This is an optimization exercise on Yosys and OpenROAD, whose aim is small area, not a production implementation.
Function was checked by simulation only, so behaviour that the tests miss may differ from the original.
Power and IR drop assume default switching activity.

==> design/flow/design.v <==
package mem_pkg;
	localparam int ADDR_W  = 32;	 
	localparam int SIZE_W  = 4;	 
	localparam int BYTE_W  = 8;	 
	localparam int IDX_W   = 4;	 
	localparam int DATA_W  = 64;	 
	localparam int DEPTH   = 16;	 
	localparam logic [SIZE_W-1:0] SIZE_1DW = 4'd3;	 
	localparam logic [SIZE_W-1:0] SIZE_2DW = 4'd8;	 
	localparam logic [SIZE_W-1:0] SIZE_4DW = 4'd9;	 
	localparam logic [1:0] LEN_ERR = 2'd2;
endpackage
`timescale 1ns/1ps
import mem_pkg::*;
module ap_fifo
#(
	parameter int AP_DEPTH = 4,
	parameter int ENT_W    = 7
)
(
	input  logic             bus_if,
	input  logic             reset_n_i,
	input  logic             req_i,
	input  logic [ENT_W-1:0] ent_i,
	input  logic             pop_i,
	output logic             grant_o,
	output logic [ENT_W-1:0] head_o,
	output logic             not_empty_o
);
	localparam int PTR_W = $clog2(AP_DEPTH);
	localparam int CNT_W = $clog2(AP_DEPTH + 1);
	logic [ENT_W-1:0] ent_r [AP_DEPTH];
	logic [PTR_W-1:0] wptr_r;
	logic [PTR_W-1:0] rptr_r;
	logic [CNT_W-1:0] count_r;
	logic             push_s;
	assign push_s = req_i && !count_r[CNT_W-1] && !grant_o;
	always_ff @(posedge bus_if)
	begin
		if (!reset_n_i)
		begin
			wptr_r  <= '0;
			rptr_r  <= '0;
			count_r <= '0;
			grant_o <= 1'b0;
		end
		else
		begin
			if (push_s)
				wptr_r <= wptr_r + 1'b1;
			if (pop_i)
				rptr_r <= rptr_r + 1'b1;
			case ({push_s, pop_i})
				2'b10:   count_r <= count_r + 1'b1;
				2'b01:   count_r <= count_r - 1'b1;
				default: count_r <= count_r;
			endcase
			grant_o <= push_s;
		end
	end
	always_ff @(posedge bus_if)
	begin
		if (push_s)
			ent_r[wptr_r] <= ent_i;
	end
	assign head_o      = ent_r[rptr_r];
	assign not_empty_o = (count_r != '0);
endmodule
`timescale 1ns/1ps
import mem_pkg::*;
module ap_decode
(
	input  logic [mem_pkg::ADDR_W-1:0] addr_i,
	input  logic [mem_pkg::SIZE_W-1:0] size_i,
	output logic [1:0]                 len_o,	 
	output logic [mem_pkg::IDX_W-1:0]  idx_o
);
	logic hi_zero;	 
	logic lo_zero;	 
	logic ok;
	assign hi_zero = (addr_i[ADDR_W-1:7] == '0);
	assign lo_zero = (addr_i[2:0] == 3'd0);
	assign idx_o   = addr_i[6:3];
	always_comb
	begin
		case (size_i)
			SIZE_1DW: begin len_o = 2'd0; ok = hi_zero && ((idx_o != 4'd15) || lo_zero); end
			SIZE_2DW: begin len_o = 2'd1; ok = hi_zero && ((idx_o < 4'd14) || (idx_o == 4'd14 && lo_zero)); end
			SIZE_4DW: begin len_o = 2'd3; ok = hi_zero && ((idx_o < 4'd12) || (idx_o == 4'd12 && lo_zero)); end
			default:  begin len_o = LEN_ERR; ok = 1'b0; end
		endcase
		if (!ok)
			len_o = LEN_ERR;
	end
endmodule
`timescale 1ns/1ps
import mem_pkg::*;
module dp_ctrl
(
	input  logic                      bus_if,
	input  logic                      reset_n_i,
	input  logic                      not_empty_i,
	input  logic                      head_rd_i,
	input  logic [1:0]                head_len_i,
	input  logic [mem_pkg::IDX_W-1:0] head_idx_i,
	input  logic                      write_valid_i,
	output logic                      pop_o,
	output logic                      we_o,		 
	output logic [mem_pkg::IDX_W-1:0] wr_idx_o,
	output logic [mem_pkg::IDX_W-1:0] rd_idx_o,	 
	output logic                      rd_load_o,	 
	output logic                      fwd_o,	 
	output logic                      read_valid_o,
	output logic                      error_o
);
	logic              v_r;		 
	logic              e_r;		 
	logic              w_r;		 
	logic [IDX_W-1:0]  idx_r;	 
	logic [1:0]        rem_r;	 
	logic              rd_s;	 
	logic              beat_s;
	logic              fin_s;
	logic              head_err;
	assign rd_s     = v_r && !e_r;
	assign we_o     = w_r && write_valid_i;
	assign beat_s   = rd_s || we_o;
	assign fin_s    = !(rd_s || w_r) || (beat_s && rem_r == 2'd0);
	assign pop_o    = fin_s && not_empty_i;
	assign head_err = (head_len_i == LEN_ERR);
	assign rd_idx_o  = fin_s ? head_idx_i : idx_r + 1'b1;
	assign rd_load_o = fin_s ? (not_empty_i && head_rd_i && !head_err) : rd_s;
	assign fwd_o     = we_o && (idx_r == head_idx_i);
	assign wr_idx_o  = idx_r;
	assign read_valid_o = v_r;
	assign error_o      = e_r;
	always_ff @(posedge bus_if)
	begin
		if (!reset_n_i)
		begin
			v_r <= 1'b0;
			e_r <= 1'b0;
			w_r <= 1'b0;
		end
		else if (fin_s)
		begin
			v_r <= not_empty_i && head_rd_i;
			e_r <= not_empty_i && head_err;
			w_r <= not_empty_i && !head_rd_i && !head_err;
		end
	end
	always_ff @(posedge bus_if)
	begin
		if (fin_s)
		begin
			idx_r <= head_idx_i;
			rem_r <= head_len_i;
		end
		else if (beat_s)
		begin
			idx_r <= idx_r + 1'b1;
			rem_r <= rem_r - 1'b1;
		end
	end
endmodule
`timescale 1ns/1ps
import mem_pkg::*;
module mem_lane
(
	input  logic                      bus_if,
	input  logic                      reset_n_i,
	input  logic                      we_i,
	input  logic [mem_pkg::IDX_W-1:0] wr_idx_i,
	input  logic [mem_pkg::DATA_W-1:0] wr_data_i,
	output logic [mem_pkg::DEPTH-1:0][mem_pkg::DATA_W-1:0] mem_o
);
	logic [DATA_W-1:0] mem_r [DEPTH];
	always_ff @(posedge bus_if)
	begin
		for (int i = 0; i < DEPTH; i++)
		begin
			if (!reset_n_i || (we_i && wr_idx_i == IDX_W'(i)))
				mem_r[i] <= reset_n_i ? wr_data_i : '0;
		end
	end
	for (genvar g = 0; g < DEPTH; g++)
	begin : g_out
		assign mem_o[g] = mem_r[g];
	end
endmodule
`timescale 1ns/1ps
import mem_pkg::*;
module rd_resp
(
	input  logic                       bus_if,
	input  logic                       reset_n_i,
	input  logic                       load_i,
	input  logic                       fwd_i,
	input  logic [mem_pkg::IDX_W-1:0]  idx_i,
	input  logic [mem_pkg::DEPTH-1:0][mem_pkg::DATA_W-1:0] mem_i,
	input  logic [mem_pkg::DATA_W-1:0] wr_data_i,
	output logic [mem_pkg::DATA_W-1:0] read_data_o
);
	logic [DATA_W-1:0] word_s;
	always_comb
	begin
		word_s = fwd_i ? wr_data_i : '0;
		for (int i = 0; i < DEPTH; i++)
			word_s = word_s | (mem_i[i] & {DATA_W{!fwd_i && idx_i == IDX_W'(i)}});
	end
	always_ff @(posedge bus_if)
	begin
		if (!reset_n_i || load_i)
			read_data_o <= reset_n_i ? word_s : '0;
	end
endmodule
`timescale 1ns/1ps
import mem_pkg::*;
module ip_mem_top
#(
	parameter int MEM_DEPTH = 16,
	parameter int MEM_WIDTH = 8,
	parameter int AP_DEPTH  = 4
)
(
	input  logic                                 bus_if,
	input  logic                                 reset_n_i,
	input  logic                                 read_i,
	input  logic                                 write_i,
	input  logic [mem_pkg::ADDR_W-1:0]           addr_i,
	input  logic [mem_pkg::SIZE_W-1:0]           size_i,
	input  logic                                 write_valid_i,
	input  logic [MEM_WIDTH*mem_pkg::BYTE_W-1:0] write_data_i,
	output logic                                 grant_o,
	output logic                                 read_valid_o,
	output logic [MEM_WIDTH*mem_pkg::BYTE_W-1:0] read_data_o,
	output logic                                 error_o
);
	logic [1:0]        len;
	logic [IDX_W-1:0]  idx;
	logic [6:0]        head;
	logic              not_empty;
	logic              pop;
	logic              we;
	logic [IDX_W-1:0]  wr_idx;
	logic [IDX_W-1:0]  rd_idx;
	logic              rd_load;
	logic              fwd;
	logic [DEPTH-1:0][DATA_W-1:0] mem;
	ap_decode u_ap_decode
	(
		.addr_i(addr_i), .size_i(size_i), .len_o(len), .idx_o(idx)
	);
	ap_fifo #(.AP_DEPTH(AP_DEPTH), .ENT_W(7)) u_ap_fifo
	(
		.bus_if(bus_if), .reset_n_i(reset_n_i),
		.req_i(read_i || write_i), .ent_i({read_i, len, idx}),
		.pop_i(pop), .grant_o(grant_o), .head_o(head), .not_empty_o(not_empty)
	);
	dp_ctrl u_dp_ctrl
	(
		.bus_if(bus_if), .reset_n_i(reset_n_i),
		.not_empty_i(not_empty), .head_rd_i(head[6]), .head_len_i(head[5:4]),
		.head_idx_i(head[3:0]), .write_valid_i(write_valid_i),
		.pop_o(pop), .we_o(we), .wr_idx_o(wr_idx), .rd_idx_o(rd_idx),
		.rd_load_o(rd_load), .fwd_o(fwd),
		.read_valid_o(read_valid_o), .error_o(error_o)
	);
	mem_lane u_mem
	(
		.bus_if(bus_if), .reset_n_i(reset_n_i), .we_i(we), .wr_idx_i(wr_idx),
		.wr_data_i(write_data_i), .mem_o(mem)
	);
	rd_resp u_rd_resp
	(
		.bus_if(bus_if), .reset_n_i(reset_n_i), .load_i(rd_load), .fwd_i(fwd),
		.idx_i(rd_idx), .mem_i(mem), .wr_data_i(write_data_i), .read_data_o(read_data_o)
	);
endmodule
==> design/flow/run.sh <==
#!/bin/bash
# synth_recipe.tcl (not shown) runs the flow's synth.tcl, then flattens the netlist and writes it again
# the make line also repeats each setting of config.mk as NAME=value (left out here)
make -C /OpenROAD-flow-scripts/flow DESIGN_CONFIG=/design/flow/config.mk WORK_HOME=/design/flow/orfs CLKGATE_MAP_FILE= SYNTH_SCRIPT=/design/flow/synth_recipe.tcl finish
==> design/flow/config.mk <==
export PLATFORM = sky130hd
export DESIGN_NAME = ip_mem_top
export DESIGN_NICKNAME = ip_mem_top
export VERILOG_FILES = /design/flow/design.v
export SDC_FILE = /design/flow/constraint.sdc
export NUM_CORES = 4
export LEC_CHECK = 0
export CAP_MARGIN = 20
export CORE_MARGIN = 2
export CORE_UTILIZATION = 40
export SLEW_MARGIN = 20
==> design/flow/constraint.sdc <==
create_clock -name core_clock -period 6.5 [get_ports {bus_if}]
set_input_delay 1.3000 -clock core_clock [delete_from_list [all_inputs] [get_ports {bus_if}]]
set_output_delay 1.3000 -clock core_clock [all_outputs]
set_load 0.01 [all_outputs]
==> flow_results.org, run 1 <==
** Power and ir drop
- Share of total power in the clock network :: 0.293
- Share of total power in sequential cells :: 0.422
- Dividing total power by cell area gives a power density of ~450 mW/mm².
- Total power consumption of the routed design :: 0.02227 W
- Power share of the combinational group :: 0.285
- Leak pwr :: ~16 nW
- Worst IR Drop VDD :: ~470 µV
- The internal portion of the total power is approximately 0.015 W.
- Sw Ratio :: 0.3244
- In this run the power spent charging and discharging nets is 0.007225 W.

** Clocking
- Once the clock tree was built, the setup fixing pass inserted 0 buffers.
- TritonCTS built the clock tree.
- The H-tree was split into 3 levels.
- The tree is rooted in a sky130_fd_sc_hd__clkbuf_16.
- The number of clock buffers added by TritonCTS is roughly 110.
- Once the clock tree was built, the resizer swapped 0 gates to a different size.
- After clock tree synthesis, the clock-pin slew on the worst setup and hold paths is approximately 60 ps.
- TritonCTS sink count :: ~1,100
- Clock latency reported for the late side of the worst-skew pair :: 710 ps
- In this run, post-CTS hold repair placed 0 buffers.
- Max clock buf depth :: 3

** Logic synthesis
- Nets in the synthesized netlist :: between 2,000 and 2,500
- For this run, the leading register cell type out of synthesis is sky130_fd_sc_hd__edfxtp_1.
- Of the synthesized area, sequential elements account for 0.7995.
- The synthesized design contains about 1,100 enable-type register cells.
- Ranking of synthesized cells by area :: sky130_fd_sc_hd__edfxtp_1, sky130_fd_sc_hd__a22o_1, sky130_fd_sc_hd__a22oi_1
- Top cell type's share of synthesized area :: 0.7934
- After synthesis, the share of flip-flops with an asynchronous set or reset is 0.
- Combined area of all synthesized cells :: between 0.04 and 0.05 mm²
- Gate count of the mapped netlist :: 2,337
- Unique cell type count in the Yosys netlist :: between 60 and 70
- Synth Area per Inst :: ~18 µm²
- The biggest area contributor in the post-synthesis netlist is sky130_fd_sc_hd__edfxtp_1.
- Total of flip-flops plus latches after synthesis :: about 1,100
- During synthesis, Yosys emitted a total of 6 warnings.

** Routing
- Summing over every cut layer, the via total after detailed routing is about 24,000.
- In this run the remaining antenna-violating nets after routing total 0.
- Post-detailed-route DRC marker count :: 0
- Via density per instance :: ~6.1
- Count of routing violations after the opening detailed-route iteration :: approximately 3,100
- Average routed wire per standard cell :: a little under 30 µm
- Routed wire length :: 117,800 µm
- For this run, the detailed router's first-pass iteration total came to 6.

** Worst setup path
- R2R cell count :: 10
- The critical path in this run is classified as in2reg.
- Along the worst path, the maximum fanout reaches 33.
- The worst setup path is captured at a register.
- R2r endpoint :: u_rd_resp.read_data_o[29]
- Worst reg2reg setup slack :: just under 2000 ps
- The worst setup path is launched from an input port.
- Data required time of the worst path :: between 6000 and 7000 ps
- Arrival time worst endpoint :: between 5000 and 6000 ps

** Floorplanning
- Initial standard-cell utilization of the core :: 0.4034
- Top-Level Pins :: between 150 and 200
- Area inside the core boundary :: roughly 0.11 mm²
- Die span in y :: 329.8 µm
- The die covers between 0.1 and 0.15 mm².
- The floorplan has 119 rows.
- In this run the horizontal extent of the chip is ~330 µm.

** Worst hold path
- End point of the worst hold path :: u_dp_ctrl.v_r
- Counting instances, the worst hold path has a depth of 2.
- The startpoint identified for the worst hold timing path is u_dp_ctrl.v_r.
- The min-delay analysis places its worst path in the category reg2reg.

** Place
- Number of buffers inserted by port buffering :: about 170
- Summed over all nets, the half-perimeter wirelength after detailed placement is around 63,000 µm.
- Placer's final routability congestion estimate :: between 0.7 and 0.8

** Timing
- At the pin with the least slew margin, the transition time is around 1100 ps.
- Slew margin rel. :: 0.2904
- Setup skew after layout :: about 36 ps
- Final setup TNS :: 0 ps
- Final count of negative-setup-slack endpoints :: 0
- Setup repair after global routing left no endpoint under its margin.
- Upper clock frequency limit :: 0.2141 GHz
- Final critical-path required period :: between 4000 and 5000 ps
- Count of pins over their slew limit :: 0
- Ratio of final minimum period to clock period :: 0.7184
- Final Hold Viols :: 0

** GRT
- Routing usage on met3 :: 0.04120
- Global routing finished with a remaining overflow of 0.
- Layer with the highest usage after global routing :: met2
- Global-route wire length before repair :: approximately 170,000 µm
- In the global route stage, met2 resource usage came out at 0.3475.
- Overall track demand over capacity in global routing :: 0.2139
- Number of global-route vias before repair :: approximately 24,000
- Met1 capacity usage during global routing :: 0.2927
- The number of antenna violations at the first check in global routing came to 5.
- Largest net degree at the start of global routing :: 60

** Finish
- Area growth from synthesis to layout :: 17.00%
- # diodes :: 0
- Layout Nets :: roughly 2,600
- # fillers :: 8,651
- Area used by sequential logic in the layout :: about 0.034 mm²
- Share of final-layout standard cells stronger than drive strength 1 :: 0.1228
- Area used by multi-input combinational logic :: roughly 0.008 mm²

** Job
- Max-cap violations in this run came to 0.

** Status
- Run status :: complete, no violations
==> flip-flops by register name, summed over array words and instances, names as in the netlist, named ones only <==
register / flops
u_mem.mem_r: 1024
u_rd_resp.read_data_o: 64
u_ap_fifo.ent_r: 28
u_dp_ctrl.idx_r: 4
u_ap_fifo.count_r: 3
u_ap_fifo.rptr_r: 2
u_ap_fifo.wptr_r: 2
u_dp_ctrl.rem_r: 2
u_ap_fifo.grant_o: 1
u_dp_ctrl.e_r: 1
u_dp_ctrl.v_r: 1
u_dp_ctrl.w_r: 1
==> how the worst max path moves through the flow <==
stage / startpoint / endpoint / slack, ps / depth (start not counted)
6_report: write_valid_i / u_rd_resp.read_data_o[29] / 1830 / 10
5_1_grt: write_valid_i / u_rd_resp.read_data_o[37] / 1620 / 10
4_1_cts: write_valid_i / u_rd_resp.read_data_o[37] / 1910 / 10
2_1_floorplan: write_valid_i / u_rd_resp.read_data_o[0] / 650 / 5
3_3_place_gp: write_valid_i / u_rd_resp.read_data_o[55] / 1140 / 9
3_5_place_dp: write_valid_i / u_rd_resp.read_data_o[37] / 1190 / 10
==> through the flow <==
step	setup slack (ps)	instance area, µm²	hold slack (ps)	util	cells
final	1830	49690	515.6	0.4720	4005
after global routing	1624	49690	554.9	0.4720	4005
after CTS	1906	49660	531.7	0.4717	4004
after detailed placement	1187	45980	509.2	0.4367	3803
after global placement	1141	45950	496.7	0.4365	3802
after floorplan	651.7	42470	472.4	-	2337
==> cell usage after synthesis (12+ instances only) <==
| cell | number |
|---|---|
| sky130_fd_sc_hd__dfxtp_1 | 13 |
| sky130_fd_sc_hd__o22ai_1 | 32 |
| sky130_fd_sc_hd__and2_1 | 69 |
| sky130_fd_sc_hd__o21ai_0 | 21 |
| sky130_fd_sc_hd__inv_1 | 15 |
| sky130_fd_sc_hd__nor3_1 | 18 |
| sky130_fd_sc_hd__a41oi_1 | 44 |
| sky130_fd_sc_hd__a221oi_2 | 20 |
| sky130_fd_sc_hd__edfxtp_1 | 1122 |
| sky130_fd_sc_hd__a22oi_1 | 183 |
| sky130_fd_sc_hd__a22o_1 | 173 |
| sky130_fd_sc_hd__nand2_1 | 113 |
| sky130_fd_sc_hd__a21oi_1 | 22 |
| sky130_fd_sc_hd__a221oi_1 | 130 |
| sky130_fd_sc_hd__buf_1 | 12 |
| sky130_fd_sc_hd__clkbuf_1 | 104 |
| sky130_fd_sc_hd__o221a_2 | 28 |
| sky130_fd_sc_hd__nor2_1 | 36 |
| sky130_fd_sc_hd__buf_2 | 28 |
==> final cells by class <==
cell class | instances | share of cell area
inverter | 15 | 0.001133
timing repair buffer | 231 | 0.04503
tap | 1391 | 0.03503
clock inverter | 72 | 0.01765
multi-input combinational | 1032 | 0.1614
sequential | 1135 | 0.6834
clock buffer | 129 | 0.05641
==> critical path, cell delays in order <==
cell and delay (ps):
sky130_fd_sc_hd__clkdlybuf4s50_1 520, sky130_fd_sc_hd__o21ai_1 570, sky130_fd_sc_hd__a211oi_1 270, sky130_fd_sc_hd__o22ai_4 790, sky130_fd_sc_hd__buf_4 420, sky130_fd_sc_hd__nor2_2 50, sky130_fd_sc_hd__buf_4 340, sky130_fd_sc_hd__a22o_1 250
sky130_fd_sc_hd__a221oi_1 320, sky130_fd_sc_hd__a41oi_1 160
==> per-layer routing <==
layer  up-vias  routed length (µm)
li1      10240                   -
met5         -                  71
met3       192               10650
met4        10                3009
met1     12650               47560
met2      1306               56520
==> power by group through the flow <==
stage / registers, W / logic, W / clock network [W]
finish: 0.00939 / 0.00635 / 0.00653
CTS: 0.00941 / 0.00628 / 0.00659
global route: 0.00945 / 0.00670 / 0.00687
global placement: 0.00953 / 0.00613 / 0
detailed placement: 0.00955 / 0.00626 / 0
floorplan: 0.00946 / 0.00364 / 0
==> cells by family after synthesis <==
group | Yosys count | share of synthesized area
xor+xnor | 11 | 0.002269
mux | 11 | 0.004685
flops | 1135 | 0.7995
simple gates | 289 | 0.03353
fa+ha+maj | 11 | 0.003418
buf+inv | 170 | 0.01753
compound gates | 710 | 0.1391
==> layout by cell type, fill, tap and decap left out, types with 21 or more instances in the layout <==
cell	count
sky130_fd_sc_hd__and2_1	69
sky130_fd_sc_hd__o21ai_0	21
sky130_fd_sc_hd__nor2_1	28
sky130_fd_sc_hd__o22ai_1	29
sky130_fd_sc_hd__clkdlybuf4s50_1	170
sky130_fd_sc_hd__o221a_2	28
sky130_fd_sc_hd__clkbuf_16	109
sky130_fd_sc_hd__a41oi_1	44
sky130_fd_sc_hd__buf_4	56
sky130_fd_sc_hd__a21oi_1	22
sky130_fd_sc_hd__a22o_1	173
sky130_fd_sc_hd__a22oi_1	183
sky130_fd_sc_hd__nand2_1	96
sky130_fd_sc_hd__edfxtp_1	1122
sky130_fd_sc_hd__clkinv_1	23
sky130_fd_sc_hd__a221oi_1	130
==> run 2: changes to the inputs <==
--- a/design/flow/design.v
+++ b/design/flow/design.v
@@ -204,7 +204,11 @@
 	logic [DATA_W-1:0] word_s;
+	logic [DEPTH:0] sel_s;	 
 	always_comb
 	begin
-		word_s = fwd_i ? wr_data_i : '0;
 		for (int i = 0; i < DEPTH; i++)
-			word_s = word_s | (mem_i[i] & {DATA_W{!fwd_i && idx_i == IDX_W'(i)}});
+			sel_s[i] = reset_n_i && !fwd_i && idx_i == IDX_W'(i);
+		sel_s[DEPTH] = reset_n_i && fwd_i;
+		word_s = wr_data_i & {DATA_W{sel_s[DEPTH]}};
+		for (int i = 0; i < DEPTH; i++)
+			word_s = word_s | (mem_i[i] & {DATA_W{sel_s[i]}});
 	end
@@ -213,3 +217,3 @@
 		if (!reset_n_i || load_i)
-			read_data_o <= reset_n_i ? word_s : '0;
+			read_data_o <= word_s;
 	end
--- a/design/flow/config.mk
+++ b/design/flow/config.mk
@@ -9,3 +9,6 @@
 export CORE_MARGIN = 2
-export CORE_UTILIZATION = 40
+export CORE_UTILIZATION = 60
+export CTS_BUF_LIST = sky130_fd_sc_hd__clkbuf_8
+export CTS_CLUSTER_DIAMETER = 50
+export CTS_CLUSTER_SIZE = 16
 export SLEW_MARGIN = 20
==> flow_results.org, run 2 <==
** Finish
- The fraction of layout cells with a size suffix above 1 is 0.1035 (-0.01933).
- The final-layout fill cell count was 4,660 (-46%).
- In the layout the commonest cells are sky130_fd_sc_hd__edfxtp_1, sky130_fd_sc_hd__a22oi_1, sky130_fd_sc_hd__nand2_1, sky130_fd_sc_hd__clkdlybuf4s50_1, sky130_fd_sc_hd__clkbuf_8.
- The area of all placed cells without fillers is 0.04702 mm² (-5.4%).
- Final design utilization :: 0.6819 (+0.2100)
- Compared with the post-synthesis result, the final layout area differs by 12.06%.
- The number of flip-flops under the largest register name is 1,024 (unchanged).
- The layout net count was 2,661 (+0.80%).
- The library cell used most frequently in the layout, excluding fill and tap cells, is sky130_fd_sc_hd__edfxtp_1.
- The footprint of the multi-input gates was 0.007579 mm² (-5.5%).
- Area used by sequential logic in the layout :: 0.03395 mm² (unchanged)
- Registers with the most flip-flops :: u_mem.mem_r: 1024 flops, u_rd_resp.read_data_o: 64 flops, u_ap_fifo.ent_r: 28 flops
- Most flops, register :: u_mem.mem_r

** Clocking
- The clock input transition at the sequential cells of the worst setup and hold paths came to 100 ps (+40 ps).
- The number of buffers inserted during clock tree synthesis was 101 (-7.3%).
- H-tree levels :: 3 (unchanged)
- Total of cells resized after clock tree synthesis :: 0 (unchanged)
- TritonCTS clock tree :: done
- The cell sitting at the root of the clock tree is a sky130_fd_sc_hd__clkbuf_8.
- The post-CTS setup buffer count came to 0 (unchanged).
- Clock latency reported for the late side of the worst-skew pair :: 750 ps (+40 ps)
- The count of clock tree sinks came to 1,135 (unchanged).
- Number of buffers inserted for hold repair after clock tree synthesis :: 0 (unchanged)
- The maximum buffer depth of the clock tree was 3 (unchanged).

** GRT
- Overall track demand over capacity in global routing :: 0.3108 (+0.09687)
- The remaining global-route overflow was 0 (unchanged).
- Global-route wire length before repair :: 158,700 µm (-5.1%)
- The largest net degree at the start of global routing is 65 (+8.3%).
- The via count of the first global-routing pass is 23,490 (-3.7%).
- Antenna violations before repair :: 2 (-3)

** Floorplanning
- The floorplan row count was 96 (-19%).
- Top-Level Pins :: 172 (unchanged)
- Die area :: 0.07206 mm² (-34%)
- The area inside the core boundary was 0.06895 mm² (-35%).
- Initial standard-cell utilization of the core :: 0.6085 (+0.2051)
- The chip width is 268.4 µm (-19%).
- Die span in y :: 268.4 µm (-19%)

** Status
- The run finished with no timing, DRC or antenna violations.

** Timing
- Final setup TNS :: 0 ps (unchanged)
- The final hold violation count is 0 (unchanged).
- The achievable frequency is 0.2159 GHz (+0.84%).
- Slew margin rel. :: 0.2293 (-0.06107)
- The number of max-slew violations in the final report is 0 (unchanged).
- Setup skew after layout :: 48.05 ps (+11.81 ps)
- Final critical-path required period :: 4631 ps (-38.74 ps)
- Ratio of final minimum period to clock period :: 0.7124 (-0.005960)
- Least-Margin Pin Slew :: 1156 ps (+91.61 ps)
- Final count of negative-setup-slack endpoints :: 0 (unchanged)
- Setup repair after global routing left no endpoint under its margin.

** Power and ir drop
- Pwr Density :: 378.1 mW/mm² (-16%)
- Leak pwr :: 16.46 nW (about the same)
- Worst IR Drop VDD :: 249.9 µV (-46%)

** Routing
- The via count is 23,920 (-1.9%).
- Wire length on met3 :: 12,010 µm (+13%)
- The met2 routed wirelength came to 52,160 µm (-7.7%).
- Routed wire length :: 110,900 µm (-5.9%)
- M1 wire length :: 43,700 µm (-8.1%)
- Signal routing reaches up to met4.
- The residual DRC count is 0 (unchanged).
- Via density per instance :: 6.733 (+11%)
- The first-pass detailed-route iteration total is 6 (unchanged).
- The average detailed-routed wire length per instance came to 31.21 µm (+6.1%).
- Antenna Violating Nets Remaining :: 0 (unchanged)
- The initial DRC count came to 3,200 (+3.2%).

** Place
- The placed standard-cell area is 0.04497 mm² (-2.2%).
- Placed wire-length estimate after detailed placement :: 57,390 µm (-8.8%)
- Number of buffers inserted by port buffering :: 171 (unchanged)
- Placer's final routability congestion estimate :: 0.8287 (+4.5%)

** Logic synthesis
- sky130_fd_sc_hd__edfxtp_1 is the most common cell in the netlist.
- By count the netlist is led by sky130_fd_sc_hd__edfxtp_1, sky130_fd_sc_hd__a22oi_1, sky130_fd_sc_hd__nand2_1, sky130_fd_sc_hd__clkbuf_1, sky130_fd_sc_hd__and2_1.
- Of all cell types, the one taking the most synthesized area is sky130_fd_sc_hd__edfxtp_1.
- Total of flip-flops plus latches after synthesis :: 1,135 (unchanged)
- The synthesized instance count was 2,359 (+0.94%).
- The share of synthesized flip-flops with an asynchronous set or reset was 0 (unchanged).
- Combined area of all synthesized cells :: 0.04196 mm² (-1.2%)
- By area the synthesized netlist is led by sky130_fd_sc_hd__edfxtp_1, sky130_fd_sc_hd__a22oi_1, sky130_fd_sc_hd__a222oi_1.
- The number of flops mapped to enable cells by yosys is 1,122 (unchanged).
- Among all flip-flop cells after synthesis, the most frequent one is sky130_fd_sc_hd__edfxtp_1.
- Unique cell type count in the Yosys netlist :: 60 (-4.8%)
- Part of the Yosys area used for sequential elements :: 0.8092 (+0.009728)
- The area fraction of the dominant cell type after synthesis was 0.8030 (+0.009653).
- The average cell area after synthesis came to 17.79 µm² (-2.1%).
- Count of yosys warnings during synthesis :: 6 (unchanged)
- Nets in the synthesized netlist :: 2,475 (+0.90%)

** Worst setup path
- The number of buffers and inverters on the critical path came to 2 (-1).
- STA classifies the critical path endpoint as a register.
- The highest net fanout along the worst path was 25 (-24%).
- The required arrival time at the worst endpoint is 6970 ps (+70 ps).
- Arrival time worst endpoint :: 5100 ps (+30 ps)
- Delay of the slowest cell on the worst path :: 660 ps (-130 ps)
- CP cell instances :: clkdlybuf4s50_1 -> o21ai_1 -> a211oi_1 -> a41o_1 -> and2_2 -> buf_12 -> a222oi_1 -> nand2_1 -> or4_1
- The kind of cell with the highest combined delay along the critical path is compound AO/OA/AOI/OAI gates.
- Among all stages on the critical path, the largest delay is contributed by sky130_fd_sc_hd__a41o_1.
- The setup path with the least slack is of type in2reg.
- STA classifies the critical path startpoint as an input port.

** Worst hold path
- The worst hold path belongs to the class reg2reg.

** Job
- Total of max-cap violations :: 0 (unchanged)
==> run 2: cell types whose count changed in the layout (fill, tap and decap cells not counted), sizes merged, moves of 23 or more <==
cell / change
a222oi: +73
nand3: +23
a22oi: +178
a41oi: -44
or4: +33
o22ai: -26
o221a: -28
nand2: +92
a221oi: -143
a221o: +31
clkbuf: -28
a22o: -138
==> run 2: report_power, final <==
part	internal [W]	switching, W	total (W)
registers	0.00903	0.000328	0.00935
clock network	0.00174	0.00250	0.00424
logic	0.00151	0.00267	0.00418
total	0.0123	0.00550	0.0178
==> run 2: final timing paths <==
kind                            depth (start not counted)          start                        end  slack (ps)
worst max-delay path                                    9  write_valid_i  u_rd_resp.read_data_o[31]        1870
worst min-delay path                                    2  u_dp_ctrl.v_r              u_dp_ctrl.v_r         520
worst max register to register                          9       register  u_rd_resp.read_data_o[31]        2200
worst min register to register                          2  u_dp_ctrl.v_r              u_dp_ctrl.v_r         520
==> run 2: worst reg2reg max path, delay by kind of cell (launching register included) <==
kind | cells | cell delay [ps]
buffers and inverters | 2 | 430
flip-flops | 1 | 640
multiplexers | 1 | 650
AO/OA/AOI/OAI | 3 | 1130
AND/OR/NAND/NOR | 3 | 1200
==> run 2: final cells by class <==
cell class | instances | share of cell area
Tap cell | 931 | 0.02478
Inverter | 13 | 0.001038
Clock buffer | 101 | 0.02957
Timing Repair Buffer | 222 | 0.04742
Antenna cell | 3 | 0.0001597
Sequential cell | 1135 | 0.7221
Multi-Input combinational cell | 1072 | 0.1612
Clock inverter | 76 | 0.01373
==> run 2: through the flow <==
| step | instances | hold WS, ps | total power, W | setup WS [ps] |
|---|---|---|---|---|
| global route | 3553 | 566.9 | 0.01840 | 1834 |
| detailed placement | 3373 | 506.9 | 0.01364 | 1283 |
| CTS | 3550 | 522.2 | 0.01779 | 2070 |
| global placement | 3373 | 509.4 | 0.01355 | 1382 |
| floorplan | 2359 | 478.5 | 0.01172 | 689.0 |
| finish | 3553 | 520.2 | 0.01778 | 1869 |
==> run 2: cells by family (layout without fill, tap and decap cells) <==
logic type	Yosys count	after routing	synth area share
AOI/OAI and AO/OA	560	560	0.1074
xor gates and xnor gates	12	12	0.003042
buffers and inverters	152	412	0.01566
DFF	1135	1135	0.8092
adders and majority gates	11	11	0.003459
and+or+nand+nor	481	481	0.05720
muxes	8	8	0.003996
other	0	3	0
==> run 2: routing by layer <==
layer / global-route usage / up-vias
met5: 0 / -
met4: 0.09114 / 0
met3: 0.06475 / 188
met2: 0.4840 / 1430
met1: 0.4517 / 12240
li1: - / 10060
==> run 3: changes to the inputs <==
--- a/design/flow/config.mk
+++ b/design/flow/config.mk
@@ -10,5 +10,5 @@
 export CORE_UTILIZATION = 60
-export CTS_BUF_LIST = sky130_fd_sc_hd__clkbuf_8
-export CTS_CLUSTER_DIAMETER = 50
-export CTS_CLUSTER_SIZE = 16
+export CTS_BUF_LIST = sky130_fd_sc_hd__clkbuf_16
+export CTS_CLUSTER_DIAMETER = 60
+export CTS_CLUSTER_SIZE = 30
 export SLEW_MARGIN = 20
==> flow_results.org, run 3 <==
** Floorplanning
- Area inside the core boundary :: 0.06895 mm² (unchanged)
- The floorplan row count came to 96 (unchanged).
- Die span in y :: 268.4 µm (unchanged)
- Die width :: 268.4 µm (unchanged)
- Die area :: 0.07206 mm² (unchanged)
- The starting density of the core came to 0.6085 (unchanged).
- The I/O pin count was 172 (unchanged).

** Worst setup path
- Delay of the slowest cell on the worst path :: 670 ps (about the same)
- Critical path launch point type :: input port
- Worst Path Max Fanout :: 25 (unchanged)
- Data required time of the worst path :: 6910 ps (-60 ps)
- Grouping stages by cell kind, the critical path spends the most delay in compound AO/OA/AOI/OAI gates.
- For this design, the slowest cell found on the critical path is sky130_fd_sc_hd__a41o_1.
- Endpoint kind of the worst setup timing path :: register
- The critical path is of the in2reg type.
- The number of buffers and inverters on the critical path came to 2 (unchanged).
- The arrival time reported for the critical path endpoint was 5120 ps (+20 ps).
- Traced cell by cell, the critical path runs through clkdlybuf4s50_1 -> o21ai_1 -> a211oi_1 -> a41o_1 -> and2_2 -> buf_12 -> a222oi_1 -> nand2_1 -> or4_1.

** Routing
- The residual DRC count was 0 (unchanged).
- The average detailed-routed wire length per instance was 31.67 µm (+1.5%).
- Antenna Violating Nets Remaining :: 0 (unchanged)
- The first-pass detailed-route iteration total was 6 (unchanged).
- The via count was 23,640 (-1.2%).
- The initial DRC count was 3,383 (+5.7%).
- The final wirelength came to 110,100 µm (-0.74%).
- The via density per instance was 6.803 (+1.0%).

** GRT
- The number of antenna violations at the first check in global routing was 0 (-2).
- The via count of the first global-routing pass came to 23,050 (-1.9%).
- The largest net degree at the start of global routing came to 65 (unchanged).
- Global-route wire length before repair :: 157,400 µm (-0.79%)
- Layer with the highest usage after global routing :: met2
- Met1 capacity usage during global routing :: 0.4510 (-0.0007220)
- The global routing usage on met2 is 0.4859 (+0.001955).
- Overall track demand over capacity in global routing :: 0.3081 (-0.002620)
- The global routing usage on met3 was 0.05781 (-0.006941).
- The remaining global-route overflow came to 0 (unchanged).

** Power and ir drop
- The clock share of power is 0.243 (+0.004).
- The share of total power in sequential cells is 0.523 (-0.003).
- Worst IR Drop VDD :: 369.9 µV (+48%)
- The static leakage came to 16.40 nW (-0.36%).
- The net switching power was 0.005500 W (about the same).
- Pwr Density :: 380.6 mW/mm² (+0.64%)
- The internal power summed over all cells came to 0.01238 W (+0.80%).
- Sw Ratio :: 0.3076 (-0.001610)
- The combinational power share came to 0.234 (about the same).

** Logic synthesis
- Ys async rst share :: 0 (unchanged)
- Total of flip-flops plus latches after synthesis :: 1,135 (unchanged)
- Cell taking the most area after synthesis :: sky130_fd_sc_hd__edfxtp_1
- Number of synthesized flops with an enable pin :: 1,122 (unchanged)
- Most frequent cells after synthesis :: sky130_fd_sc_hd__edfxtp_1, sky130_fd_sc_hd__a22oi_1, sky130_fd_sc_hd__nand2_1, sky130_fd_sc_hd__clkbuf_1, sky130_fd_sc_hd__and2_1
- Combined area of all synthesized cells :: 0.04196 mm² (unchanged)
- The total nets after synthesis came to 2,475 (unchanged).
- Cell with the most instances after synthesis :: sky130_fd_sc_hd__edfxtp_1
- The yosys synthesis warning count was 6 (unchanged).
- The number of distinct library cells after synthesis was 60 (unchanged).
- Among all flip-flop cells after synthesis, the most frequent one is sky130_fd_sc_hd__edfxtp_1.
- The area fraction of the dominant cell type after synthesis was 0.8030 (unchanged).
- Synth Area per Inst :: 17.79 µm² (unchanged)
- Gate count of the mapped netlist :: 2,359 (unchanged)
- Ranking of synthesized cells by area :: sky130_fd_sc_hd__edfxtp_1, sky130_fd_sc_hd__a22oi_1, sky130_fd_sc_hd__a222oi_1
- The proportion of synthesized chip area in sequential cells is 0.8092 (unchanged).

** Clocking
- The number of gates resized after cts was 0 (unchanged).
- Number of buffers inserted for hold repair after clock tree synthesis :: 0 (unchanged)
- The maximum buffer depth of the clock tree came to 3 (unchanged).
- The H-tree level count was 2 (-1).
- The number of buffers inserted during clock tree synthesis is 57 (-44%).
- Clock root buffer :: sky130_fd_sc_hd__clkbuf_16
- Register clock-pin slew on the reported worst setup and hold paths :: 110 ps (about the same)
- Setup repair bufs after CTS :: 0 (unchanged)
- TritonCTS built the clock tree.
- The count of clock tree sinks came to 1,135 (unchanged).
- The clock insertion delay at the later pin of the skew report came to 660 ps (-90 ps).

** Finish
- Most frequent cells in the layout :: sky130_fd_sc_hd__edfxtp_1, sky130_fd_sc_hd__a22oi_1, sky130_fd_sc_hd__nand2_1, sky130_fd_sc_hd__clkdlybuf4s50_1, sky130_fd_sc_hd__a222oi_1
- The number of flip-flops under the largest register name was 1,024 (unchanged).
- Area growth from synthesis to layout :: 11.98% (about the same)
- Layout Nets :: 2,617 (-1.7%)
- The library cell used most frequently in the layout, excluding fill and tap cells, is sky130_fd_sc_hd__edfxtp_1.
- The largest registers in the layout are u_mem.mem_r: 1024 flops, u_rd_resp.read_data_o: 64 flops, u_ap_fifo.ent_r: 28 flops.
- Share of final-layout standard cells stronger than drive strength 1 :: 0.08176 (-0.02171)
- # fillers :: 4,594 (-1.4%)
- The number of antenna cells inserted came to 0 (-3).
- Most flops, register :: u_mem.mem_r

** Timing
- RSZ-0062 raised after global routing :: no
- Final worst setup slack :: 1786 ps (-82.70 ps)
- Setup skew after layout :: 26.40 ps (-21.65 ps)
- The time the worst path needs with I/O delays and setup is 4714 ps (+82.70 ps).
- Upper clock frequency limit :: 0.2122 GHz (-1.8%)
- Count of pins over their slew limit :: 0 (unchanged)
- The actual slew at the worst max-slew pin was 1150 ps (-5.854 ps).
- The ratio of final minimum period to clock period is 0.7252 (+0.01272).
- Slew margin rel. :: 0.2332 (+0.003903)
- Final setup TNS :: 0 ps (unchanged)
- The final hold violation count came to 0 (unchanged).
- Final count of negative-setup-slack endpoints :: 0 (unchanged)

** Worst hold path
- The path class of the tightest hold or removal check is reg2reg.

** Place
- Number of buffers inserted by port buffering :: 171 (unchanged)
- The pre-CTS setup slack is 1283 ps (unchanged).
- Placer's final routability congestion estimate :: 0.8287 (unchanged)
- The total half-perimeter wirelength after legalization and detailed placement came to 57,390 µm (unchanged).

** Status
- The flow ran to the end and the layout has no timing, DRC or antenna violations.

** Job
- Total of max-cap violations :: 0 (unchanged)
-- run 3: cell count changes in the layout (fill, tap and decap cells not counted), moves of 4 or more --
cell,before,now
sky130_fd_sc_hd__clkinv_1,5,1
sky130_fd_sc_hd__clkbuf_8,101,0
sky130_fd_sc_hd__clkinv_2,15,1
sky130_fd_sc_hd__clkinvlp_4,16,1
sky130_fd_sc_hd__clkbuf_16,0,57
sky130_fd_sc_hd__clkinv_8,1,11
sky130_fd_sc_hd__inv_1,22,14
-- run 3: cell families (layout without fill, tap and decap cells) --
kind of cell | Yosys count | count (layout) | share of synthesized area
simple gates | 481 | 481 | 0.05720
buf+inv | 152 | 337 | 0.01566
xor+xnor | 12 | 12 | 0.003042
compound gates | 560 | 560 | 0.1074
mux | 8 | 8 | 0.003996
fa+ha+maj | 11 | 11 | 0.003459
flops | 1135 | 1135 | 0.8092
-- run 3: power by group through the flow --
| stage | registers, W | clock network (W) | logic, W |
|---|---|---|---|
| floorplan | 0.00948 | 0 | 0.00224 |
| global placement | 0.00950 | 0 | 0.00404 |
| detailed placement | 0.00952 | 0 | 0.00412 |
| CTS | 0.00936 | 0.00437 | 0.00413 |
| global route | 0.00942 | 0.00462 | 0.00444 |
| finish | 0.00935 | 0.00435 | 0.00418 |
-- run 3: area by class of cell --
class / instances / area, µm² / area share
clock inverters: 45 / 580.6 / 0.01236
repair buffers: 222 / 2230 / 0.04746
clock buffers: 57 / 1426 / 0.03036
well taps: 931 / 1165 / 0.02479
multi-input cells: 1072 / 7579 / 0.1613
flip-flops and latches: 1135 / 33950 / 0.7227
inverters: 13 / 48.80 / 0.001039
-- run 3: tightest hold or removal path, cell delays in order, from the launching register on --
cell and delay [ps]:
sky130_fd_sc_hd__dfxtp_1 350, sky130_fd_sc_hd__nand2_1 70, sky130_fd_sc_hd__a21boi_0 70
-- run 3: through the flow --
stage                     area [µm²]  utilization  hold slack (ps)  instances  power (W)
after global routing           46980       0.6814            567.2       3475    0.01848
final                          46980       0.6814            523.8       3475    0.01788
after detailed placement       44970       0.6523            506.9       3373    0.01364
after global placement         44970       0.6523            509.4       3373    0.01355
after CTS                      46980       0.6814            521.0       3475    0.01786
after floorplan                41960            -            478.5       2359    0.01172
-- run 3: worst paths after layout --
kind	slack, ps	from	cells past startpoint	to
hold reg to reg	520	u_dp_ctrl.v_r	2	u_dp_ctrl.v_r
hold / removal	520	u_dp_ctrl.v_r	2	u_dp_ctrl.v_r
setup reg to reg	2190	register	9	u_rd_resp.read_data_o[31]
setup / recovery	1790	write_valid_i	9	u_rd_resp.read_data_o[31]
-- run 3: layer usage --
metal	share of wire	routed length, µm
met5	0.0011	121
met4	0.024	2654
met3	0.10	11450
met2	0.48	52280
met1	0.40	43550
==> run 4: changes to the inputs <==
==> design/flow/flow/run.sh (new file) <==
#!/bin/bash
# Standard layout, with port buffers of the smallest size and a clock tree without dummy loads
set -o pipefail
cp standard.sh standard_sh.txt
export BUFFER_PORTS_ARGS="-buffer_cell sky130_fd_sc_hd__buf_1"
export CTS_ARGS="-sink_clustering_enable -repair_clock_nets -dont_use_dummy_load -sink_clustering_size 18 -sink_clustering_max_diameter 50 -buf_list sky130_fd_sc_hd__clkbuf_8"
bash standard.sh > standard.log 2>&1
==> design/flow/standard.sh (new file) <==
#!/bin/bash
# synth_recipe.tcl (not shown) runs the flow's synth.tcl, then flattens the netlist and writes it again
# the make line also repeats each setting of config.mk as NAME=value (left out here)
make -C /OpenROAD-flow-scripts/flow DESIGN_CONFIG=/design/flow/config.mk WORK_HOME=/design/flow/orfs CLKGATE_MAP_FILE= SYNTH_SCRIPT=/design/flow/synth_recipe.tcl "${@:-finish}"
--- a/design/flow/config.mk
+++ b/design/flow/config.mk
@@ -10,5 +10,2 @@
 export CORE_UTILIZATION = 60
-export CTS_BUF_LIST = sky130_fd_sc_hd__clkbuf_16
-export CTS_CLUSTER_DIAMETER = 60
-export CTS_CLUSTER_SIZE = 30
 export SLEW_MARGIN = 20
removed: design/flow/run.sh
==> flow_results.org, run 4 <==
** Routing
- Routed wire length :: 108,900 µm (-1.1%)
- The residual DRC count came to 0 (unchanged).
- First drt pass iteration count :: 9 (+3)
- Antenna Violating Nets Remaining :: 0 (unchanged)
- Average routed wire per standard cell :: 31.32 µm (-1.1%)
- The via count was 23,650 (+0.021%).
- Count of routing violations after the opening detailed-route iteration :: 3,130 (-7.5%)
- Via density per instance :: 6.803 (about the same)

** GRT
- GRT overflow :: 0 (unchanged)
- The number of antenna violations at the first check in global routing is 1 (+1).
- Largest net degree at the start of global routing :: 65 (unchanged)
- The via count of the first global-routing pass is 23,170 (+0.52%).
- The total track usage came to 0.3050 (-0.003120).
- Global-route wire length before repair :: 155,800 µm (-1.1%)

** Worst setup path
- The critical path is of the in2reg type.
- Count of buffer and inverter cells on the critical path :: 3 (+1)
- In this design, the critical path's most frequently occurring cell is sky130_fd_sc_hd__buf_4.
- The highest net fanout along the worst path came to 41 (+64%).
- In this design, the largest share of critical-path delay is due to compound AO/OA/AOI/OAI gates.
- STA classifies the critical path endpoint as a register.
- Highest-delay cell along the critical path :: sky130_fd_sc_hd__o2bb2ai_4
- Delay of the slowest cell on the worst path :: 830 ps (+160 ps)
- Traced cell by cell, the critical path runs through buf_1 -> o21ai_1 -> nand2_1 -> o2bb2ai_4 -> buf_4 -> and3_2 -> buf_4 -> a222oi_1 -> nand3_1 -> or3_1.
- Critical path launch point type :: input port
- The required arrival time at the worst endpoint is 7090 ps (+180 ps).
- The arrival time reported for the critical path endpoint was 5090 ps (-30 ps).

** Timing
- The ratio of final minimum period to clock period was 0.6925 (-0.03268).
- The actual slew at the worst max-slew pin was 1090 ps (-59.85 ps).
- Final Hold Viols :: 0 (unchanged)
- Count of pins over their slew limit :: 0 (unchanged)
- The relative slew slack is 0.2714 (+0.03814).
- Final setup TNS :: 0 ps (unchanged)
- Final count of negative-setup-slack endpoints :: 0 (unchanged)
- RSZ-0062 raised after global routing :: no
- Setup skew after layout :: 84.50 ps (+58.10 ps)
- Upper clock frequency limit :: 0.2222 GHz (+4.7%)
- The time the worst path needs with I/O delays and setup was 4501 ps (-212.4 ps).
- Final worst setup slack :: 1999 ps (+212.4 ps)

** Logic synthesis
- The proportion of synthesized chip area in sequential cells is 0.8092 (unchanged).
- The biggest area contributor in the post-synthesis netlist is sky130_fd_sc_hd__edfxtp_1.
- Total of flip-flops plus latches after synthesis :: 1,135 (unchanged)
- Count of yosys warnings during synthesis :: 6 (unchanged)
- Dominant synthesized flop cell :: sky130_fd_sc_hd__edfxtp_1
- Top cell type's share of synthesized area :: 0.8030 (unchanged)
- Cell with the most instances after synthesis :: sky130_fd_sc_hd__edfxtp_1
- The number of distinct library cells after synthesis came to 60 (unchanged).
- The synthesized instance count came to 2,359 (unchanged).
- The total nets after synthesis is 2,475 (unchanged).
- Number of synthesized flops with an enable pin :: 1,122 (unchanged)
- Most frequent cells after synthesis :: sky130_fd_sc_hd__edfxtp_1, sky130_fd_sc_hd__a22oi_1, sky130_fd_sc_hd__nand2_1, sky130_fd_sc_hd__clkbuf_1, sky130_fd_sc_hd__and2_1
- Ys async rst share :: 0 (unchanged)
- Ranking of synthesized cells by area :: sky130_fd_sc_hd__edfxtp_1, sky130_fd_sc_hd__a22oi_1, sky130_fd_sc_hd__a222oi_1
- Synth Area per Inst :: 17.79 µm² (unchanged)
- Combined area of all synthesized cells :: 0.04196 mm² (unchanged)

** Power and ir drop
- The ratio of total power to cell area came to 368.3 mW/mm² (-3.2%).
- Leak pwr :: 15.69 nW (-4.3%)
- The largest voltage drop on the vdd net is 286.7 µV (-22%).

** Clocking
- H-tree levels :: 3 (+1)
- Clock root buffer :: sky130_fd_sc_hd__clkbuf_8
- The number of buffers inserted during clock tree synthesis is 96 (+68%).
- Total of cells resized after clock tree synthesis :: 0 (unchanged)
- Clock latency reported for the late side of the worst-skew pair :: 740 ps (+80 ps)
- TritonCTS clock tree :: done
- Register clock-pin slew on the reported worst setup and hold paths :: 80 ps (-30 ps)
- The maximum buffer depth of the clock tree came to 3 (unchanged).
- The hold buffer count at cts is 0 (unchanged).
- The post-CTS setup buffer count was 0 (unchanged).
- The count of clock tree sinks was 1,135 (unchanged).

** Finish
- Final instance count without filler cells :: 3,476 (+0.029%)
- Registers with the most flip-flops :: u_mem.mem_r: 1024 flops, u_rd_resp.read_data_o: 64 flops, u_ap_fifo.ent_r: 28 flops
- The layout net count came to 2,662 (+1.7%).
- The register with the most flip-flops in the final layout is u_mem.mem_r.
- Area of all placed cells without fillers :: 0.04525 mm² (-3.7%)
- Flip-flop count of the largest register after layout :: 1,024 (unchanged)
- The library cell used most frequently in the layout, excluding fill and tap cells, is sky130_fd_sc_hd__edfxtp_1.
- Most frequent cells in the layout :: sky130_fd_sc_hd__edfxtp_1, sky130_fd_sc_hd__a22oi_1, sky130_fd_sc_hd__nand2_1, sky130_fd_sc_hd__buf_1, sky130_fd_sc_hd__clkbuf_8
- # fillers :: 4,837 (+5.3%)
- From synthesis to final layout, the design area changed by 7.843%.
- The fraction of layout cells with a size suffix above 1 came to 0.08294 (+0.001179).

** Floorplanning
- Die area :: 0.07206 mm² (unchanged)
- The area inside the core boundary came to 0.06895 mm² (unchanged).
- The chip width was 268.4 µm (unchanged).
- The I/O pin count came to 172 (unchanged).
- The vertical die dimension is 268.4 µm (unchanged).
- Initial standard-cell utilization of the core :: 0.6085 (unchanged)
- The floorplan row count came to 96 (unchanged).

** Place
- Worst slack at placement :: 1474 ps (+191.0 ps)
- The placed standard-cell area came to 0.04390 mm² (-2.4%).
- The number of buffers added on ports came to 171 (unchanged).
- # placed instances :: 3,378 (+0.15%)
- Placer's final routability congestion estimate :: 0.8714 (+5.2%)
- The total half-perimeter wirelength after legalization and detailed placement came to 56,990 µm (-0.70%).

** Status
- The run finished with no timing, DRC or antenna violations.

** Worst hold path
- The worst hold path belongs to the class reg2reg.

** Job
- Total of max-cap violations :: 0 (unchanged)
-- run 4: cell counts after synthesis --
No cell type changed its count.
-- run 4: cell type report --
class / count / area [µm²] / area share
diodes: 1 / 2.502 / 0.00005531
clock buffers: 96 / 1321 / 0.02920
inverters: 13 / 48.80 / 0.001078
multi-input cells: 1072 / 7576 / 0.1674
flip-flops and latches: 1135 / 33950 / 0.7504
well taps: 931 / 1165 / 0.02574
repair buffers: 228 / 1181 / 0.02610
-- run 4: report_power, final --
part           leakage [nW]  internal [W]  total [W]  switching [W]
clock                 0.690       0.00132    0.00344        0.00213
sequential             11.5       0.00903    0.00933       0.000305
combinational          3.49       0.00123    0.00389        0.00266
total                  15.7        0.0116     0.0167        0.00509
-- run 4: layer usage --
layer / GRT usage / vias to the layer above / part of all wire
li1: - / 9983 / -
met1: 0.4641 / 12180 / 0.41
met2: 0.4782 / 1303 / 0.47
met3: 0.03680 / 180 / 0.095
met4: 0.07928 / 0 / 0.021
met5: 0 / - / 0
-- run 4: logic make-up after synthesis --
family                   synth area share
adder cells (fa/ha/maj)          0.003459
AO/OA/AOI/OAI                      0.1074
AND/OR/NAND/NOR                   0.05720
XOR/XNOR                         0.003042
multiplexers                     0.003996
flip-flops                         0.8092
buffers and inverters             0.01566
-- run 4: final timing paths --
check / startpoint / end / slack [ps] / depth (start not counted)
max: write_valid_i / u_rd_resp.read_data_o[61] / 2000 / 10
min: u_dp_ctrl.v_r / u_dp_ctrl.v_r / 520 / 2
max reg2reg: u_dp_ctrl.rem_r[0] / u_rd_resp.read_data_o[61] / 2230 / 11
min reg2reg: u_dp_ctrl.v_r / u_dp_ctrl.v_r / 520 / 2
-- run 4: stage by stage --
stage          hold WS (ps)  total power, W    util
2_1_floorplan         478.5         0.01172       -
3_3_place_gp          496.8         0.01324  0.6367
3_5_place_dp          499.3         0.01333  0.6367
4_1_cts               508.4         0.01665  0.6558
5_1_grt               530.3         0.01726  0.6563
6_report              515.1         0.01666  0.6563
-- run 4: tightest hold or removal path, cell delays in order (launching register included) --
cell	delay, ps
sky130_fd_sc_hd__dfxtp_1	330
sky130_fd_sc_hd__nand2_1	60
sky130_fd_sc_hd__a21boi_0	70
==> run 5: changes to the inputs <==
==> design/flow/flow/run.sh (replaced) <==
#!/bin/bash
# Standard layout, with port buffers of the smallest size and a clock tree without dummy loads
set -o pipefail
cp standard.sh standard_sh.txt
export BUFFER_PORTS_ARGS="-buffer_cell sky130_fd_sc_hd__buf_1"
export CTS_ARGS="-sink_clustering_enable -repair_clock_nets -dont_use_dummy_load -sink_clustering_size 10 -sink_clustering_max_diameter 40 -buf_list sky130_fd_sc_hd__clkbuf_4"
bash standard.sh > standard.log 2>&1
==> flow_results.org, run 5 <==
** Status
- The flow ran to the end and the layout has no timing, DRC or antenna violations.

** Power and ir drop
- Switching power total :: 0.005109 W (+0.32%)
- The total power draw came to 0.01640 W (-1.6%).
- The ratio of total power to cell area is 364.3 mW/mm² (-1.1%).
- Share of total power in the clock network :: 0.194 (-0.013)
- The internal power summed over all cells is 0.01129 W (-2.4%).
- The combinational power share was 0.237 (+0.004).
- Worst IR Drop VDD :: 283.3 µV (-1.2%)
- The share of total power in sequential cells is 0.569 (+0.009).
- The switching share of power came to 0.3115 (+0.005904).
- The static leakage was 15.67 nW (-0.16%).

** Worst setup path
- Worst setup path category :: reg2reg
- Critical path launch point type :: register
- Data required time of the worst path :: 7340 ps (+250 ps)
- Endpoint kind of the worst setup timing path :: register
- The arrival time reported for the critical path endpoint came to 5040 ps (-50 ps).
- Worst Path Max Fanout :: 41 (unchanged)

** Timing
- Setup repair after global routing left no endpoint under its margin.
- The achievable frequency was 0.2385 GHz (+7.4%).
- The number of max-slew violations in the final report came to 0 (unchanged).
- Setup skew after layout :: 123.5 ps (+38.99 ps)
- Final critical-path required period :: 4193 ps (-308.2 ps)
- The post-route setup TNS came to 0 ps (unchanged).
- Ratio of final minimum period to clock period :: 0.6451 (-0.04742)
- The actual slew at the worst max-slew pin is 1091 ps (+0.9875 ps).
- Final Hold Viols :: 0 (unchanged)
- Slew margin rel. :: 0.2725 (+0.001102)
- Final count of negative-setup-slack endpoints :: 0 (unchanged)

** Place
- Placer's final routability congestion estimate :: 0.8714 (unchanged)
- Placed wire-length estimate after detailed placement :: 56,990 µm (unchanged)
- The number of buffers added on ports is 171 (unchanged).

** Floorplanning
- Area inside the core boundary :: 0.06895 mm² (unchanged)
- Die width :: 268.4 µm (unchanged)
- Die span in y :: 268.4 µm (unchanged)
- Die area :: 0.07206 mm² (unchanged)
- The floorplan row count was 96 (unchanged).
- The starting density of the core is 0.6085 (unchanged).
- The I/O pin count was 172 (unchanged).

** Clocking
- H-tree levels :: 4 (+1)
- Register clock-pin slew on the reported worst setup and hold paths :: 80 ps (about the same)
- The hold buffer count at cts came to 0 (unchanged).
- The post-CTS setup buffer count came to 0 (unchanged).
- The maximum buffer depth of the clock tree came to 3 (unchanged).
- The clock insertion delay at the later pin of the skew report came to 1040 ps (+300 ps).
- Clock root buffer :: sky130_fd_sc_hd__clkbuf_4
- Total of cells resized after clock tree synthesis :: 0 (unchanged)
- TritonCTS clock tree :: done
- The number of buffers inserted during clock tree synthesis came to 147 (+53%).
- The count of clock tree sinks was 1,135 (unchanged).

** Logic synthesis
- The proportion of synthesized chip area in sequential cells was 0.8092 (unchanged).
- Ranking of synthesized cells by area :: sky130_fd_sc_hd__edfxtp_1, sky130_fd_sc_hd__a22oi_1, sky130_fd_sc_hd__a222oi_1
- Number of synthesized flops with an enable pin :: 1,122 (unchanged)
- Unique cell type count in the Yosys netlist :: 60 (unchanged)
- The count of state elements after synthesis is 1,135 (unchanged).
- Dominant synthesized flop cell :: sky130_fd_sc_hd__edfxtp_1
- The average cell area after synthesis came to 17.79 µm² (unchanged).
- Ys async rst share :: 0 (unchanged)
- Most frequent cells after synthesis :: sky130_fd_sc_hd__edfxtp_1, sky130_fd_sc_hd__a22oi_1, sky130_fd_sc_hd__nand2_1, sky130_fd_sc_hd__clkbuf_1, sky130_fd_sc_hd__and2_1
- Gate count of the mapped netlist :: 2,359 (unchanged)
- The biggest area contributor in the post-synthesis netlist is sky130_fd_sc_hd__edfxtp_1.
- The yosys synthesis warning count was 6 (unchanged).
- The area fraction of the dominant cell type after synthesis is 0.8030 (unchanged).
- The post-synthesis instance area came to 0.04196 mm² (unchanged).
- The total nets after synthesis is 2,475 (unchanged).
- Cell with the most instances after synthesis :: sky130_fd_sc_hd__edfxtp_1

** Routing
- Count of routing violations after the opening detailed-route iteration :: 3,146 (+0.51%)
- The residual DRC count came to 0 (unchanged).
- The average detailed-routed wire length per instance came to 31.03 µm (-0.91%).
- First drt pass iteration count :: 8 (-1)
- Antenna Violating Nets Remaining :: 0 (unchanged)
- The via count was 23,990 (+1.5%).
- The final wirelength was 109,500 µm (+0.57%).
- Via density per instance :: 6.801 (about the same)

** GRT
- The number of antenna violations at the first check in global routing came to 3 (+2).
- Largest net degree at the start of global routing :: 65 (unchanged)
- The wire length of the first global-routing pass is 156,900 µm (+0.74%).
- Overall track demand over capacity in global routing :: 0.3086 (+0.003541)
- GRT overflow :: 0 (unchanged)
- The via count of the first global-routing pass came to 23,670 (+2.1%).

** Finish
- The number of flip-flops under the largest register name came to 1,024 (unchanged).
- The fraction of layout cells with a size suffix above 1 is 0.1006 (+0.01768).
- Registers with the most flip-flops :: u_mem.mem_r: 1024 flops, u_rd_resp.read_data_o: 64 flops, u_ap_fifo.ent_r: 28 flops
- Most frequent standard cell in the layout excluding fill and tap cells :: sky130_fd_sc_hd__edfxtp_1
- The area growth from synthesis to layout is 7.291%.
- The layout net count came to 2,712 (+1.9%).
- u_mem.mem_r holds more flip-flops than any other register.
- Leaving out fill and tap cells, the most frequent cells in the layout are sky130_fd_sc_hd__edfxtp_1, sky130_fd_sc_hd__a22oi_1, sky130_fd_sc_hd__nand2_1, sky130_fd_sc_hd__buf_1, sky130_fd_sc_hd__clkbuf_4.
- The final-layout fill cell count came to 4,921 (+1.7%).

** Job
- Total of max-cap violations :: 0 (unchanged)

** Worst hold path
- The path class of the tightest hold or removal check is reg2reg.
[run 5: path summary, 6_finish.rpt]
| path | slack, ps | startpoint | endpoint | depth (start not counted) |
|---|---|---|---|---|
| setup / recovery | 2310 | u_dp_ctrl.rem_r[0] | u_rd_resp.read_data_o[44] | 11 |
| hold / removal | 510 | u_dp_ctrl.v_r | u_dp_ctrl.v_r | 2 |
| setup reg to reg | 2310 | u_dp_ctrl.rem_r[0] | u_rd_resp.read_data_o[44] | 11 |
| hold reg to reg | 510 | u_dp_ctrl.v_r | u_dp_ctrl.v_r | 2 |
[run 5: critical path, stage by stage (launching register included)]
cell                        delay [ps]
sky130_fd_sc_hd__edfxtp_1          350
sky130_fd_sc_hd__inv_1              50
sky130_fd_sc_hd__ha_1              250
sky130_fd_sc_hd__o21ai_1           350
sky130_fd_sc_hd__nand2_1           400
sky130_fd_sc_hd__o2bb2ai_4         840
sky130_fd_sc_hd__buf_4             390
sky130_fd_sc_hd__and3_2            230
sky130_fd_sc_hd__buf_4             650
sky130_fd_sc_hd__a222oi_1          240
sky130_fd_sc_hd__and3_1            210
sky130_fd_sc_hd__nand4_1            60
[run 5: power groups by stage]
stage | clock network (W) | registers [W] | logic, W
floorplan | 0 | 0.00948 | 0.00224
finish | 0.00319 | 0.00933 | 0.00389
CTS | 0.00323 | 0.00933 | 0.00384
global placement | 0 | 0.00948 | 0.00376
global route | 0.00349 | 0.00939 | 0.00415
detailed placement | 0 | 0.00950 | 0.00383
[run 5: stage by stage]
step                  util  worst slack [ps]  cells  cell area [µm²]  hold WS (ps)
global placement    0.6367              1621   3378            43900         496.8
CTS                 0.6527              2354   3525            45000         505.5
finish              0.6529              2307   3528            45020         506.3
floorplan                -             689.0   2359            41960         478.5
global route        0.6529              2085   3527            45010         528.7
detailed placement  0.6367              1474   3378            43900         499.3
[run 5: layout make-up]
type	instances	area, µm²	area share
inverters	13	48.80	0.001084
multi-input cells	1072	7585	0.1685
clock buffers	147	1104	0.02452
diodes	3	7.507	0.0001668
well taps	931	1165	0.02588
flip-flops and latches	1135	33950	0.7542
repair buffers	227	1154	0.02563
[run 5: kinds of logic after synthesis]
family	synth area share
flops	0.8092
compound gates	0.1074
simple gates	0.05720
buf+inv	0.01566
xor+xnor	0.003042
fa+ha+maj	0.003459
mux	0.003996
[run 5: layer usage]
layer  track usage  share of wire  vias up
met3       0.04749           0.10      209
met1        0.4623           0.41    12270
met4       0.08859          0.022        0
met2        0.4796           0.47     1388
li1              -              -    10130
met5             0              0        -
==> run 6: changes to the inputs <==
==> design/flow/flow/run.sh (replaced) <==
#!/bin/bash
# Standard layout, with port buffers of the smallest size and a clock tree without dummy loads
set -o pipefail
cp standard.sh standard_sh.txt
export BUFFER_PORTS_ARGS="-buffer_cell sky130_fd_sc_hd__buf_1"
export CTS_ARGS="-sink_clustering_enable -repair_clock_nets -dont_use_dummy_load -sink_clustering_size 30 -sink_clustering_max_diameter 60 -buf_list sky130_fd_sc_hd__clkbuf_16"
bash standard.sh > standard.log 2>&1
==> flow_results.org, run 6 <==
** Status
- Run status :: complete, no violations

** Clocking
- H-tree levels :: 2 (-2)
- Clock latency reported for the late side of the worst-skew pair :: 680 ps (-360 ps)
- TritonCTS built the clock tree.
- The post-CTS setup buffer count came to 0 (unchanged).
- TritonCTS sink count :: 1,135 (unchanged)

** Worst setup path
- In this design, the critical path's most frequently occurring cell is sky130_fd_sc_hd__buf_4.
- Critical path launch point type :: input port
- The number of buffers and inverters on the critical path is 3 (unchanged).
- The largest incremental delay on the critical path came to 810 ps (-30 ps).
- Endpoint kind of the worst setup timing path :: register
- Crit path max-delay family :: compound AO/OA/AOI/OAI gates
- The required arrival time at the worst endpoint was 7000 ps (-340 ps).

** Routing
- Antenna Violating Nets Remaining :: 0 (unchanged)
- The via count was 23,370 (-2.6%).
- The initial DRC count was 3,050 (-3.1%).
- The via density per instance came to 6.796 (about the same).
- Average routed wire per standard cell :: 31.49 µm (+1.5%)

** Place
- Number of buffers inserted by port buffering :: 171 (unchanged)
- Placed wire-length estimate after detailed placement :: 56,990 µm (unchanged)
- The routability congestion estimate came to 0.8714 (unchanged).

** Power and ir drop
- Pwr Density :: 373.3 mW/mm² (+2.5%)

** Floorplanning
- The starting density of the core is 0.6085 (unchanged).
- The floorplan row count was 96 (unchanged).

** Finish
- Area growth from synthesis to layout :: 8.266%
- Share of final-layout standard cells stronger than drive strength 1 :: 0.06978 (-0.03084)
- The library cell used most frequently in the layout, excluding fill and tap cells, is sky130_fd_sc_hd__edfxtp_1.
- Registers with the most flip-flops :: u_mem.mem_r: 1024 flops, u_rd_resp.read_data_o: 64 flops, u_ap_fifo.ent_r: 28 flops
- The flip-flop and latch area was 0.03395 mm² (unchanged).
- Flip-flop count of the largest register after layout :: 1,024 (unchanged)
- Layout Nets :: 2,626 (-3.2%)
- Most frequent cells in the layout :: sky130_fd_sc_hd__edfxtp_1, sky130_fd_sc_hd__a22oi_1, sky130_fd_sc_hd__nand2_1, sky130_fd_sc_hd__buf_1, sky130_fd_sc_hd__a222oi_1

** Timing
- The ratio of final minimum period to clock period is 0.7010 (+0.05591).
- RSZ-0062 raised after global routing :: no
- Final setup TNS :: 0 ps (unchanged)
- Final critical-path required period :: 4556 ps (+363.4 ps)
- Least-Margin Pin Slew :: 1095 ps (+3.538 ps)

** GRT
- The number of antenna violations at the first check in global routing is 0 (-3).
- Number of global-route vias before repair :: 22,850 (-3.4%)

** Logic synthesis
- The area fraction of the dominant cell type after synthesis was 0.8030 (unchanged).
- Dominant synthesized flop cell :: sky130_fd_sc_hd__edfxtp_1
- The number of distinct library cells after synthesis came to 60 (unchanged).
- The synthesized instance count came to 2,359 (unchanged).
- Number of synthesized flops with an enable pin :: 1,122 (unchanged)
- Cell with the most instances after synthesis :: sky130_fd_sc_hd__edfxtp_1
- Yosys attributes the largest share of cell area to sky130_fd_sc_hd__edfxtp_1, sky130_fd_sc_hd__a22oi_1, sky130_fd_sc_hd__a222oi_1.
- The total nets after synthesis is 2,475 (unchanged).
- By count the netlist is led by sky130_fd_sc_hd__edfxtp_1, sky130_fd_sc_hd__a22oi_1, sky130_fd_sc_hd__nand2_1, sky130_fd_sc_hd__clkbuf_1, sky130_fd_sc_hd__and2_1.

** Job
- Total of max-cap violations :: 0 (unchanged)
run 6: changes by cell type in the layout (fill, tap and decap cells not counted):
cell	before	now
sky130_fd_sc_hd__clkbuf_4	148	1
sky130_fd_sc_hd__clkbuf_16	0	60
sky130_fd_sc_hd__diode_2	3	0
sky130_fd_sc_hd__buf_16	0	1
sky130_fd_sc_hd__nand2_4	15	16
sky130_fd_sc_hd__nand2_8	1	0
run 6: metal layers:
metal  global-route usage  wire, µm  part of all wire
met4              0.06502      2108             0.019
met3              0.04648     10740             0.099
met1               0.4554     44580              0.41
met5                    0         0                 0
met2               0.4787     50870              0.47
run 6: kinds of logic (layout without fill, tap and decap cells):
group	Yosys count	after routing	synth area share
flip-flops	1135	1135	0.8092
AND/OR/NAND/NOR	481	481	0.05720
buffers and inverters	152	301	0.01566
XOR/XNOR	12	12	0.003042
AO/OA/AOI/OAI	560	560	0.1074
multiplexers	8	8	0.003996
adder cells (fa/ha/maj)	11	11	0.003459
run 6: power breakdown:
part / switching [W] / internal [W] / leakage, nW / total, W
Combinational: 0.00265 / 0.00123 / 3.49 / 0.00388
Sequential: 0.000307 / 0.00903 / 11.5 / 0.00933
Clock: 0.00211 / 0.00163 / 0.739 / 0.00374
run 6: worst reg2reg max path, stage by stage, from the launching register on:
cell,delay (ps)
sky130_fd_sc_hd__edfxtp_1,360
sky130_fd_sc_hd__inv_1,50
sky130_fd_sc_hd__ha_1,260
sky130_fd_sc_hd__o21ai_1,350
sky130_fd_sc_hd__nand2_1,400
sky130_fd_sc_hd__o2bb2ai_4,810
sky130_fd_sc_hd__buf_4,400
sky130_fd_sc_hd__and3_2,240
sky130_fd_sc_hd__buf_4,670
sky130_fd_sc_hd__a222oi_1,310
sky130_fd_sc_hd__nand3_1,140
sky130_fd_sc_hd__or3_1,110
run 6: layout make-up:
type,count,area share
inverter,13,0.001074
sequential,1135,0.7474
multi-input combinational,1072,0.1668
timing repair buffer,228,0.02600
tap,931,0.02564
clock buffer,60,0.03305
run 6: worst paths after layout:
| kind | startpoint | end | slack, ps | depth (start not counted) |
|---|---|---|---|---|
| worst max-delay path | write_valid_i | u_rd_resp.read_data_o[61] | 1940 | 10 |
| worst min-delay path | u_dp_ctrl.v_r | u_dp_ctrl.v_r | 510 | 2 |
| worst min register to register | u_dp_ctrl.v_r | u_dp_ctrl.v_r | 510 | 2 |
| worst max register to register | u_dp_ctrl.rem_r[0] | u_rd_resp.read_data_o[61] | 2210 | 11 |
run 6: through the flow:
step           std cells  cell area (µm²)  hold slack, ps  worst slack [ps]    util
2_1_floorplan       2359            41960           478.5             689.0       -
3_3_place_gp        3378            43900           496.8              1621  0.6367
3_5_place_dp        3378            43900           499.3              1474  0.6367
4_1_cts             3438            45400           508.8              2146  0.6584
5_1_grt             3439            45420           530.5              1765  0.6588
6_report            3439            45420           513.4              1944  0.6588

Check on run 6: ideal ports give 1.944 ns setup slack; a clkbuf_16 on the clock port and buf_2 on the inputs give 1.992 ns; moving port delays by the midpoint clock arrival (0.714 ns) as well gives 1.278 ns.
